Context: an optimization exercise on an open-source flow, tuned for small area and a short achievable clock period. The choices shown serve that exercise and are no tape-out recipe.
In this exercise RTL edits were held to simulation tests only and were not proved equivalent to the original.

==> violet: inputs <==
## dds_fir_gen
module dds_fir_gen (
   input  logic        aclk_0,
   input  logic        aresetn_0,
   input  logic [31:0] pinc_0,
   output logic [31:0] m_axis_data_tdata_0,
   output logic        M_AXIS_DATA_0_tvalid
);
   logic [15:0]        sd0;
   logic [15:0]        sd_q [1:3];
   logic [15:0]        sd1, sd2, sd3;
   logic [17:0]        vl_q [0:10];
   logic [17:0] v0;
   logic [17:0] v1;
   logic [17:0] v2;
   logic [17:0] v3;
   logic [17:0] v4;
   logic [17:0] v5;
   logic [17:0] v6;
   logic [17:0] v7;
   logic [17:0] v8;
   logic [17:0] v9;
   logic [17:0] v10;
   logic [23:0]        y_q;
   logic [4:0]         cnt_q;
   logic               vld_q;
   logic b_s1;
   logic b_c2;
   logic b_s3;
   logic b_c4;
   logic b_s5;
   logic b_c6;
   logic b_s7;
   logic b_c8;
   logic b_s9;
   logic b_c10;
   logic b_s11;
   logic b_c12;
   logic b_s13;
   logic b_c14;
   logic b_s15;
   logic b_c16;
   logic b_s17;
   logic b_c18;
   logic b_s19;
   logic b_c20;
   logic b_s21;
   logic b_c22;
   logic b_s23;
   logic b_c24;
   logic b_s25;
   logic b_c26;
   logic b_s27;
   logic b_c28;
   logic b_s29;
   logic b_c30;
   logic b_s31;
   logic b_c32;
   logic b_s33;
   logic b_c34;
   logic b_s35;
   logic b_c36;
   logic b_s37;
   logic b_c38;
   logic b_s39;
   logic b_c40;
   logic b_s41;
   logic b_c42;
   logic b_s43;
   logic b_c44;
   logic b_s45;
   logic b_c46;
   logic b_s47;
   logic b_c48;
   logic b_s49;
   logic b_c50;
   logic b_s51;
   logic b_c52;
   logic b_s53;
   logic b_c54;
   logic b_s55;
   logic b_c56;
   logic b_s57;
   logic b_c58;
   logic b_s59;
   logic b_c60;
   logic b_s61;
   logic b_c62;
   logic [17:0] v_d, v_d_a, v_d_b;
   logic f_s1;
   logic f_c2;
   logic f_s3;
   logic f_c4;
   logic f_s5;
   logic f_c6;
   logic f_s7;
   logic f_c8;
   logic f_s9;
   logic f_c10;
   logic f_s11;
   logic f_c12;
   logic f_s13;
   logic f_c14;
   logic f_s15;
   logic f_c16;
   logic f_s17;
   logic f_c18;
   logic f_s19;
   logic f_c20;
   logic f_s21;
   logic f_c22;
   logic f_s23;
   logic f_c24;
   logic f_s25;
   logic f_c26;
   logic f_s27;
   logic f_c28;
   logic f_s29;
   logic f_c30;
  ...
Settings: LEC_CHECK=0, CAP_MARGIN=20, CORE_MARGIN=2, CORE_UTILIZATION=55, CTS_BUF_LIST=sky130_fd_sc_hd__clkbuf_16, CTS_CLUSTER_DIAMETER=70, CTS_CLUSTER_SIZE=25, SETUP_SLACK_MARGIN=5.0, SLEW_MARGIN=20, SYNTH_HIERARCHICAL=1; clock period 8.0 ns.
standard.sh (not shown) runs the stock make flow with config.mk's settings and CLKGATE_MAP_FILE= SYNTH_SCRIPT=/design/flow/synth_recipe.tcl, a recipe that flattens the netlist after the stock synthesis.
==> flow/flow/run.sh <==
#!/bin/bash
set -o pipefail
export BUFFER_PORTS_ARGS="-buffer_cell sky130_fd_sc_hd__buf_2"
export CTS_ARGS="-sink_clustering_enable -repair_clock_nets -sink_clustering_size 25 -sink_clustering_max_diameter 70 -buf_list sky130_fd_sc_hd__clkbuf_16 -dont_use_dummy_load"
bash standard.sh > standard.log 2>&1
==> inputs of pepper, as changes to violet <==
==> flow/flow/run.sh (replaced) <==
#!/bin/bash
set -o pipefail
export BUFFER_PORTS_ARGS="-buffer_cell sky130_fd_sc_hd__buf_2"
bash standard.sh > standard.log 2>&1
==> flow_summary_export.csv <==
group,metric,value,unit
sta,skew,0.01497,ns
setup_path,crit_start,"sd_q[2][2]$_DFF_P_",
drt,drtIter0Drc,1061,
status,status,"complete, no violations",
finish,area_growth,9.993,%
setup_path,required,8.50,ns
finish,design_area,25790,sq um
grt,grt_util_met2,44.17,%
The numbers above come from pepper.

==> flow_summary_export.csv <==
group,metric,value,unit
status,status,"complete, no violations",
drt,drtIter0Drc,1139,
setup_path,crit_start,"u_sine.a2_q[0]$_DFF_P_",
clocking,tritoncts.num_buffers,31,
finish,design_area,25460,sq um
setup_path,required,8.36,ns
sta,skew,0.08490,ns
setup_path,path_delay_family,"simple AND/OR/NAND/NOR gates",
The numbers above come from violet.

[separate check: timing with driven ports]
Ports are ideal in the flow. The routed layouts listed here were re-timed in OpenROAD.
Step 1 assumes that a clkbuf_16 drives the clock port and a buf_2 every other input.
Step 2 also shifts input and output timing later by t, the mid clock arrival at the registers, as if the neighbouring blocks saw the same clock.
a / b / c = no drivers / after step 1 / after step 2; a / b = the first two.
run | shift t [ns] | slack for setup (ns) | worst register clock-pin slew, ns | pins driven straight from the clock port
violet | 0.620 | 4.971 / 4.971 / 4.596 | 0.09 / 0.09 | 1
pepper | 0.662 | 5.014 / 5.014 / 4.572 | 0.10 / 0.10 | 1
After both steps every run listed still meets setup and hold. The setup slack of pepper, which loses most, moves by 0.000 ns with the drivers and by -0.442 ns with both steps.
